Background: an optimization exercise with open tools, aiming at a short achievable clock period and few clock cycles. Do not read the settings as production practice.
Function was checked by simulation only, so behaviour that the tests miss may differ from the original.
Power figures rest on the tool's default switching activity, not on a simulated workload.

### config.mk
export PLATFORM = sky130hd
export DESIGN_NAME = mcCpu
export DESIGN_NICKNAME = mcCpu
export VERILOG_FILES = /design/flow/design.v
export SDC_FILE = /design/flow/constraint.sdc
export NUM_CORES = 8
export LEC_CHECK = 0
export CAP_MARGIN = 20
export CORE_MARGIN = 2
export CORE_UTILIZATION = 30
export GPL_ROUTABILITY_DRIVEN = 1
export SLEW_MARGIN = 20
### design.v
`timescale 1ns/10ps
`default_nettype none
module alu (
  input  wire [31:0] a,
  input  wire [31:0] b,
  input  wire [2:0]  op,
  output reg  [31:0] result,
  output wire        zero
);
  always @(*) begin
    case (op)
      3'b000:  result = a & b;
      3'b001:  result = a | b;
      3'b010:  result = a + b;
      3'b110:  result = a - b;
      3'b100:  result = ~(a | b);
      3'b111:  result = ($signed(a) < $signed(b)) ? 32'd1 : 32'd0;  
      default: result = 32'd0;
    endcase
  end
  assign zero = (result == 32'd0);
endmodule
`default_nettype wire
`timescale 1ns/10ps
`default_nettype none
module regFile (
  input  wire        clk,
  input  wire        reset,
  input  wire [4:0]  addrA,
  input  wire [4:0]  addrB,
  input  wire [4:0]  writeAddr,
  input  wire [31:0] writeData,
  input  wire        writeEn,
  output wire [31:0] dataA,
  output wire [31:0] dataB
);
  reg [31:0] regs [0:31];
  integer i;
  always @(posedge clk or posedge reset) begin
    if (reset) begin
      for (i = 0; i < 32; i = i + 1) begin
        regs[i] <= 32'd0;
      end
    end else if (writeEn && writeAddr != 5'd0) begin
      regs[writeAddr] <= writeData;  
    end
  end
  assign dataA = (addrA == 5'd0) ? 32'd0 : regs[addrA];
  assign dataB = (addrB == 5'd0) ? 32'd0 : regs[addrB];
endmodule
`default_nettype wire
`timescale 1ns/10ps
`default_nettype none
module dataPath (
  input  wire        clk,
  input  wire        reset,
  input  wire [18:0] ctrl,
  input  wire [31:0] memData,
  input  wire        memReady,
  output wire [31:0] memAddr,
  output wire [31:0] memWdata,
  output wire        memRead,
  output wire        memWrite,
  output reg  [31:0] instr,
  output reg  [31:0] pc
);
  wire        pcWrite       = ctrl[18];
  wire        pcWriteCond   = ctrl[17];
  wire        branchOnEqual = ctrl[16];
  wire        iOrD          = ctrl[15];
  wire        cMemRead      = ctrl[14];
  wire        cMemWrite     = ctrl[13];
  wire        irWrite       = ctrl[12];
  wire        regWrite      = ctrl[11];
  wire        regDst        = ctrl[10];
  wire [1:0]  memToReg      = ctrl[9:8];
  wire [1:0]  pcSource      = ctrl[7:6];
  wire        aluSrcA       = ctrl[5];
  wire [1:0]  aluSrcB       = ctrl[4:3];
  wire [2:0]  aluOp         = ctrl[2:0];
  reg  [31:0] mdr;
  reg  [31:0] aluOut;
  wire [31:0] rsData;
  wire [31:0] rtData;
  wire [31:0] aluA;
  reg  [31:0] aluB;
  wire [31:0] aluResult;
  reg  [31:0] writeData;
  reg  [31:0] nextPc;
  wire        zero;
  wire        pcLoad;
  wire [15:0] imm;
  wire [4:0]  writeAddr;
  assign imm = instr[15:0];
  assign writeAddr = regDst ? instr[15:11] : instr[20:16];  
  regFile u_regFile (
    .clk(clk),
    .reset(reset),
    .addrA(instr[25:21]),
    .addrB(instr[20:16]),
    .writeAddr(writeAddr),
    .writeData(writeData),
    .writeEn(regWrite),
    .dataA(rsData),
    .dataB(rtData)
  );
  assign aluA = aluSrcA ? rsData : pc;
  always @(*) begin
    case (aluSrcB)
      2'd0:    aluB = rtData;
      2'd1:    aluB = 32'd4;
      2'd2:    aluB = {{16{imm[15]}}, imm};
      default: aluB = {{14{imm[15]}}, imm, 2'b00};
    endcase
  end
  alu u_alu (
    .a(aluA),
    .b(aluB),
    .op(aluOp),
    .result(aluResult),
    .zero(zero)
  );
  always @(*) begin
    case (memToReg)
      2'd1:    writeData = mdr;
      2'd2:    writeData = {imm, 16'h0000};
      default: writeData = aluOut;
    endcase
  end
  always @(*) begin
    case (pcSource)
      2'd1:    nextPc = aluOut;
      2'd2:    nextPc = {pc[31:28], instr[25:0], 2'b00};
      default: nextPc = aluResult;
    endcase
  end
  assign pcLoad = (pcWrite && (memReady || !irWrite)) ||
                  (pcWriteCond && (zero == branchOnEqual));
  always @(posedge clk or posedge reset) begin
    if (reset) begin
      pc <= 32'd0;
      instr <= 32'd0;
    end else begin
      if (pcLoad) pc <= nextPc;
      if (irWrite && memReady) instr <= memData;
    end
  end
  always @(posedge clk) begin
    if (cMemRead && memReady) mdr <= memData;
    aluOut <= aluResult;
  end
  assign memAddr  = iOrD ? aluOut : pc;
  assign memWdata = rtData;
  assign memRead  = cMemRead;
  assign memWrite = cMemWrite && !cMemRead;
endmodule
`default_nettype wire
`timescale 1ns/10ps
`default_nettype none
module ctrlFsm (
  input  wire        clk,
  input  wire        reset,
  input  wire [31:0] instr,
  input  wire        memReady,
  output reg  [18:0] ctrl,
  output reg  [4:0]  state
);
  localparam [4:0] FETCH  = 5'd0,  DECODE = 5'd1,  EXR    = 5'd2,  EXMEM  = 5'd3,
                   EXI    = 5'd4,  LUIWB  = 5'd5,  EXBEQ  = 5'd6,  EXBNE  = 5'd7,
                   EXJ    = 5'd10, MEMRD  = 5'd11, MEMWR  = 5'd12, WBR    = 5'd13,
                   WBI    = 5'd14, WBLW   = 5'd15, ERR    = 5'd31;
  localparam [5:0] OP_RTYPE = 6'b000000, OP_J   = 6'b000010, OP_BEQ = 6'b000100,
                   OP_BNE   = 6'b000101, OP_ADDI = 6'b001000, OP_LUI = 6'b001111,
                   OP_LW    = 6'b100011, OP_SW  = 6'b101011;
  localparam [5:0] F_ADD = 6'b100000, F_SUB = 6'b100010, F_AND = 6'b100100,
                   F_OR  = 6'b100101, F_NOR = 6'b100111, F_SLT = 6'b101010;
  localparam [2:0] ALU_AND = 3'b000, ALU_OR = 3'b001, ALU_ADD = 3'b010,
                   ALU_NOR = 3'b100, ALU_SUB = 3'b110, ALU_SLT = 3'b111;
  localparam integer C_PCWRITE = 18, C_PCWRITECOND = 17, C_BEQ = 16, C_IORD = 15,
                     C_MEMREAD = 14, C_MEMWRITE = 13, C_IRWRITE = 12, C_REGWRITE = 11,
                     C_REGDST = 10;
  localparam [1:0] SRCB_REG = 2'd0, SRCB_FOUR = 2'd1, SRCB_IMM = 2'd2, SRCB_OFFSET = 2'd3;
  localparam [1:0] WB_ALU = 2'd0, WB_MEM = 2'd1, WB_UPPER = 2'd2;
  localparam [1:0] PC_ALU = 2'd0, PC_ALUOUT = 2'd1, PC_JUMP = 2'd2;
  localparam [18:0] FETCH_CTRL = (19'd1 << C_PCWRITE) | (19'd1 << C_MEMREAD) |
                                 (19'd1 << C_IRWRITE) | {11'd0, PC_ALU, 6'd0} |
                                 {13'd0, 1'b0, SRCB_FOUR, ALU_ADD};
  wire [5:0] opcode = instr[31:26];
  wire [5:0] funct  = instr[5:0];
  reg [4:0]  nextState;
  reg [18:0] nextCtrl;
  always @(*) begin
    nextState = state;  
    nextCtrl = ctrl;
    case (state)
      FETCH: begin
        if (memReady) begin
          nextState = DECODE;
          nextCtrl = {13'd0, 1'b0, SRCB_OFFSET, ALU_ADD};  
        end
      end
      DECODE: begin
        nextCtrl = {13'd0, 1'b1, SRCB_IMM, ALU_ADD};
        case (opcode)
          OP_RTYPE: begin
            nextState = EXR;
            nextCtrl[4:3] = SRCB_REG;
            case (funct)
              F_ADD: nextCtrl[2:0] = ALU_ADD;
              F_SUB: nextCtrl[2:0] = ALU_SUB;
              F_AND: nextCtrl[2:0] = ALU_AND;
              F_OR:  nextCtrl[2:0] = ALU_OR;
              F_NOR: nextCtrl[2:0] = ALU_NOR;
              F_SLT: nextCtrl[2:0] = ALU_SLT;
              default: begin
                nextState = ERR;  
                nextCtrl = 19'd0;
              end
            endcase
          end
          OP_LW, OP_SW: nextState = EXMEM;
          OP_ADDI: nextState = EXI;
          OP_LUI: begin
            nextState = LUIWB;
            nextCtrl = 19'd0;
            nextCtrl[C_REGWRITE] = 1'b1;
            nextCtrl[C_REGDST] = 1'b0;  
            nextCtrl[9:8] = WB_UPPER;
          end
          OP_BEQ, OP_BNE: begin
            nextState = (opcode == OP_BEQ) ? EXBEQ : EXBNE;
            nextCtrl = {13'd0, 1'b1, SRCB_REG, ALU_SUB};
            nextCtrl[C_PCWRITECOND] = 1'b1;
            nextCtrl[C_BEQ] = (opcode == OP_BEQ);
            nextCtrl[7:6] = PC_ALUOUT;
          end
          OP_J: begin
            nextState = EXJ;
            nextCtrl = 19'd0;
            nextCtrl[C_PCWRITE] = 1'b1;
            nextCtrl[7:6] = PC_JUMP;
          end
          default: begin
            nextState = ERR;
            nextCtrl = 19'd0;
          end
        endcase
      end
      EXMEM: begin
        nextCtrl[C_IORD] = 1'b1;  
        if (opcode == OP_LW) begin
          nextState = MEMRD;
          nextCtrl[C_MEMREAD] = 1'b1;
        end else if (opcode == OP_SW) begin
          nextState = MEMWR;
          nextCtrl[C_MEMWRITE] = 1'b1;
        end else begin
          nextState = ERR;
          nextCtrl = 19'd0;
        end
      end
      EXR, EXI: begin
        nextState = (state == EXR) ? WBR : WBI;
        nextCtrl = 19'd0;
        nextCtrl[C_REGWRITE] = 1'b1;
        nextCtrl[C_REGDST] = (state == EXR);  
        nextCtrl[9:8] = WB_ALU;
      end
      MEMRD: begin
        if (memReady) begin
          nextState = WBLW;
          nextCtrl = 19'd0;
          nextCtrl[C_REGWRITE] = 1'b1;
          nextCtrl[C_REGDST] = 1'b0;
          nextCtrl[9:8] = WB_MEM;
        end
      end
      MEMWR: begin
        if (memReady) begin
          nextState = FETCH;
          nextCtrl = FETCH_CTRL;
        end
      end
      WBR, WBI, WBLW, LUIWB, EXJ, EXBEQ, EXBNE: begin
        nextState = FETCH;
        nextCtrl = FETCH_CTRL;
      end
      ERR: nextCtrl = 19'd0;  
      default: begin
        nextState = ERR;
        nextCtrl = 19'd0;
      end
    endcase
  end
  always @(posedge clk or posedge reset) begin
    if (reset) begin
      state <= FETCH;
      ctrl <= FETCH_CTRL;
    end else begin
      state <= nextState;
      ctrl <= nextCtrl;
    end
  end
endmodule
`default_nettype wire
`timescale 1ns/10ps
`default_nettype none
module mcCpu (
  input  wire        clk,
  input  wire        reset,
  input  wire [31:0] memData,
  input  wire        memReady,
  output wire [31:0] memAddr,
  output wire [31:0] memWdata,
  output wire        memRead,
  output wire        memWrite,
  output wire        halted,
  output wire [31:0] pc
);
  wire [18:0] ctrl;
  wire [31:0] instr;
  wire [4:0]  state;
  ctrlFsm u_ctrlFsm (
    .clk(clk),
    .reset(reset),
    .instr(instr),
    .memReady(memReady),
    .ctrl(ctrl),
    .state(state)
  );
  dataPath u_dataPath (
    .clk(clk),
    .reset(reset),
    .ctrl(ctrl),
    .memData(memData),
    .memReady(memReady),
    .memAddr(memAddr),
    .memWdata(memWdata),
    .memRead(memRead),
    .memWrite(memWrite),
    .instr(instr),
    .pc(pc)
  );
  assign halted = (state == 5'd31);  
endmodule
`default_nettype wire
### constraint.sdc
create_clock -name core_clock -period 10.0 [get_ports {clk}]
set_input_delay 2.0000 -clock core_clock [delete_from_list [all_inputs] [get_ports {clk}]]
set_output_delay 2.0000 -clock core_clock [all_outputs]
set_load 0.01 [all_outputs]
### run.sh
#!/bin/bash
# synth_recipe.tcl (not shown) runs the flow's synth.tcl, then flattens the netlist and writes it again
# the make line also repeats each setting of config.mk as NAME=value (left out here)
make -C /OpenROAD-flow-scripts/flow DESIGN_CONFIG=/design/flow/config.mk WORK_HOME=/design/flow/orfs CLKGATE_MAP_FILE= SYNTH_SCRIPT=/design/flow/synth_recipe.tcl finish
==> run_results.csv <==
group,metric,value,unit
route,drtPass1Iterations,17,
clocking,cts.clk_slew.worst_paths,0.06,ns
sta,fin_crit_sh,92.3,%
global_route,grt_remaining_overflow,0,
place,placed_cells,9032,
floorplan,initial_utilization,30.2,%
place,place_hpwl,212,mm
floorplan,core-area,198000,sq um
global_route,grt_max_degree,144,
route,wl_met1,127,mm
clocking,cts_tree,"built",
worst_setup_path,required,10.72,ns
clocking,htreeDepth,4,
floorplan,ios,134,
sta,hold_viol,0,
worst_setup_path,cp.depth,25,
pwr,p_total,17.1,mW
pwr,vdd_ir_drop_max,0.179,mV
sta,relSlewSlack,13.2,%
floorplan,die_w,450,microns
cells_and_area,multiInputGateArea,29100,sq um
cells_and_area,syn_to_final_growth,16.4,%
worst_setup_path,cp_common_cell,"a21oi_1",
global_route,grt_pass1_wl,460,mm
route,drtIter0Drc,11800,
pwr,power_density,246,nW/um^2
worst_setup_path,critPathMaxStageDelay,1.11,ns
route,route.met3.wl,45.6,mm
yosys,synth.ff_latch_count,1143,
floorplan,dieArea,203000,sq um
global_route,antenna_found_initial,14,
clocking,cts_root_buf,"clkbuf_16",
yosys,async_flop_share,94.4,%
clocking,ctsHoldBuffers,0,
place,dpl_cell_area,64700,sq um
route,wl_per_cell,35.8,microns
yosys,yosysWarnings,5,
place,place_congestion,1.01,
sta,setup_violations,0,
worst_setup_path,critPathArrivalTime,9.95,ns
cells_and_area,utilization,35.2,%
cells_and_area,final_common_cell,"nand2_1",
worst_setup_path,crit_path_start,"u_dataPath.instr[19]",
sta,drv_slew,0,
global_route,grt_util_all_layers,31.7,%
clocking,postCtsResizedCells,0,
worst_setup_path,critical_path.max_fanout,28,
floorplan,die_height,450,microns
yosys,ys_types,89,
route,wl,332,mm
cells_and_area,fill_cells,20100,
yosys,netlist_area,59700,sq um
worst_setup_path,crit_path_end,"u_dataPath.pc[20]",
worst_setup_path,crit_family,"simple AND/OR/NAND/NOR gates",
cells_and_area,final_cells,9282,
place,io_buffers,133,
sta,max_freq,108,MHz
cells_and_area,final_cell_mix,"nand2_1, o21ai_0, dfrtp_1",
sta,rsz0062_at_grt,"no",
worst_setup_path,ff2ff_path_depth,25,
pwr,p_leak,28.5,nW
route,route.detailed.drc,0,
route,vias,60600,
sta,whs,0.477,ns
route,highest_layer,"met5",
cells_and_area,stdcell_area,69600,sq um
cells_and_area,final_layout_size_suffix_gt1_share,11.1,%
worst_setup_path,rr_endpoint,"u_dataPath.pc[20]",
outcome,status,"no timing/DRC/antenna violations",
worst_setup_path,worst-setup-path-type,"reg -> reg",
cells_and_area,seqCellArea,28600,sq um
worst_setup_path,end_kind,"register",
floorplan,fp-row-count,163,
worst_setup_path,cp-start-kind,"register",
clocking,clockBufferDepth,3,
clocking,cts_setup_buffers,0,
sta,worstMarginPinSlew,1.30,ns
yosys,yosysSeqAreaShare,47.9,%
yosys,synthCells,6661,
worst_setup_path,cp_slowest_cell,"nor2_4",
yosys,syn_avg_cell_area,8.97,sq um
worst_setup_path,r2r-start,"u_dataPath.instr[19]",
worst_setup_path,worst-path-buf-inv,3,
route,antenna_left,0,
route,via_per_inst,6.53,
global_route,grt_pass1_vias,56900,
sta,finClkSkew,0.0457,ns
yosys,synth_edf_count,32,
clocking,clk_latency,0.84,ns
sta,fin_crit,9.23,ns
yosys,synthFlopType,"dfrtp_1",
cells_and_area,nets,6667,
job,maxCapViolCount,0,
worst_hold_path,hold_class,"reg -> reg",
route,wl_met2,132,mm
yosys,syn_nets,6798,
clocking,cts.sinks,1143,
clocking,numCtsBuffers,130,
worst_setup_path,rrSetupSlack,0.77,ns
==> synth_stat cells (14+ instances only) <==
cell / count / share of area (%)
a21o_1: 31 / 0.39
a21oi_1: 240 / 2.0
a221oi_1: 192 / 2.8
a222oi_1: 64 / 1.1
a22o_1: 188 / 2.8
a22oi_1: 541 / 6.8
a31oi_1: 35 / 0.37
buf_1: 34 / 0.21
clkbuf_1: 590 / 3.7
dfrtp_1: 1074 / 45
dfxtp_1: 32 / 1.1
edfxtp_1: 32 / 1.6
ha_1: 100 / 2.1
inv_1: 128 / 0.80
mux2_2: 87 / 1.6
mux2_4: 24 / 0.60
mux2i_1: 22 / 0.37
nand2_1: 1217 / 7.6
nand2b_1: 18 / 0.19
nand3_1: 128 / 1.1
nand4_1: 140 / 1.5
nor2_1: 184 / 1.2
nor2b_1: 37 / 0.39
nor3_1: 75 / 0.63
nor4_1: 32 / 0.34
o211ai_1: 18 / 0.23
o21ai_0: 1075 / 9.0
o21bai_1: 14 / 0.18
o31ai_1: 20 / 0.25
or2_2: 26 / 0.27
or4_1: 25 / 0.31
==> state kept, by name (all words and copies together) (netlist names) <==
register / flops
u_ctrlFsm.ctrl: 18
u_dataPath.mdr: 32
u_dataPath.instr: 32
u_dataPath.u_regFile.regs: 992
u_dataPath.pc: 32
u_dataPath.aluOut: 32
u_ctrlFsm.state: 5
==> worst register-to-register path, stage by stage (launching register included) <==
cell and delay, ns:
dfrtp_1 0.59, nand2b_1 0.55, nor2_4 1.11, buf_4 0.39, a21oi_1 0.16, nand4_1 0.16, nor3_1 0.10, a21oi_1 0.26
mux2i_1 0.12, nor2_1 0.23, ha_1 0.36, inv_1 0.11, fa_1 0.47, nand2b_1 0.23, a2111oi_2 0.74, o21ba_2 0.26
nor3_1 0.06, o32ai_1 0.24, o21ai_0 0.19, or4_1 0.53, nor4_1 0.55, and4_1 0.43, a21oi_1 0.15, nor3b_4 0.23
buf_4 0.48, mux2_2 0.41
==> metal layers <==
layer,up-vias,global-route usage [%]
met4,13,20.3
met5,-,0.189
met2,5131,43.9
met1,29500,40.9
met3,1699,12.4
li1,24300,-
==> worst min path at each step <==
stage | from | to | slack (ns) | depth (start not counted)
6_report | u_ctrlFsm.ctrl[12] | u_ctrlFsm.ctrl[12] | 0.48 | 2
5_1_grt | u_ctrlFsm.ctrl[12] | u_ctrlFsm.ctrl[12] | 0.50 | 2
4_1_cts | u_ctrlFsm.ctrl[12] | u_ctrlFsm.ctrl[12] | 0.48 | 2
3_5_place_dp | u_ctrlFsm.ctrl[12] | u_ctrlFsm.ctrl[12] | 0.47 | 2
3_3_place_gp | u_ctrlFsm.ctrl[12] | u_ctrlFsm.ctrl[12] | 0.46 | 2
2_1_floorplan | u_ctrlFsm.ctrl[12] | u_ctrlFsm.ctrl[12] | 0.44 | 2
==> area by class of cell <==
| type | count | share of cell area (%) |
|---|---|---|
| diodes | 9 | 0.0324 |
| clock buffers | 187 | 5.45 |
| clock inverters | 48 | 1.14 |
| inverters | 129 | 0.702 |
| multi-input cells | 4752 | 41.9 |
| flip-flops and latches | 1143 | 41.1 |
| well taps | 2640 | 4.75 |
| repair buffers | 374 | 4.93 |
==> report_power, final <==
| group | internal [mW] | total [mW] | switching (mW) |
|---|---|---|---|
| Sequential | 4.82 | 5.27 | 0.450 |
| Combinational | 1.87 | 6.62 | 4.74 |
| Clock | 3.03 | 5.20 | 2.18 |
| Total | 9.72 | 17.1 | 7.37 |
==> kinds of logic after synthesis <==
family / count (synthesis) / synth area share (%)
xor+xnor: 10 / 0.147
simple gates: 1944 / 14.2
buf+inv: 766 / 4.88
mux: 133 / 2.61
flops: 1143 / 47.9
compound gates: 2563 / 28.1
fa+ha+maj: 102 / 2.16
==> per-stage QoR <==
stage	TNS (ns)	setup slack [ns]
after floorplan	-7401.25	-6.88
after global placement	0	1.21
after detailed placement	0	1.15
after CTS	0	1.11
after global routing	0	0.487
final	0	0.766
Testbench counts, summed over its fixed seeds: cycles 88,976.

## afterwards: timing with drivers on the ports
The flow's constraints put no driver on any port. The routed layout listed below was extracted and timed again, unchanged, in two steps.
Step 1 assumes that a clkbuf_16 drives the clock port and a buf_2 every other input.
Step 2 times the ports against the registers' clock, not the clock port: input delays grow and output delays shrink by t, the midpoint of the rising clock arrivals with the driver on.
Slacks: ideal / step 1 / step 2; pairs: ideal / step 1.
shift t [ns]: 0.907
setup WS [ns]: 0.766 / 0.766 / 0.766
worst setup path after step 2: register to register
pins driven straight from the clock port: 1
After both steps this run still meets setup and hold. For this run, drivers alone change the setup slack by 0.000 ns; drivers and shift together by 0.000 ns.
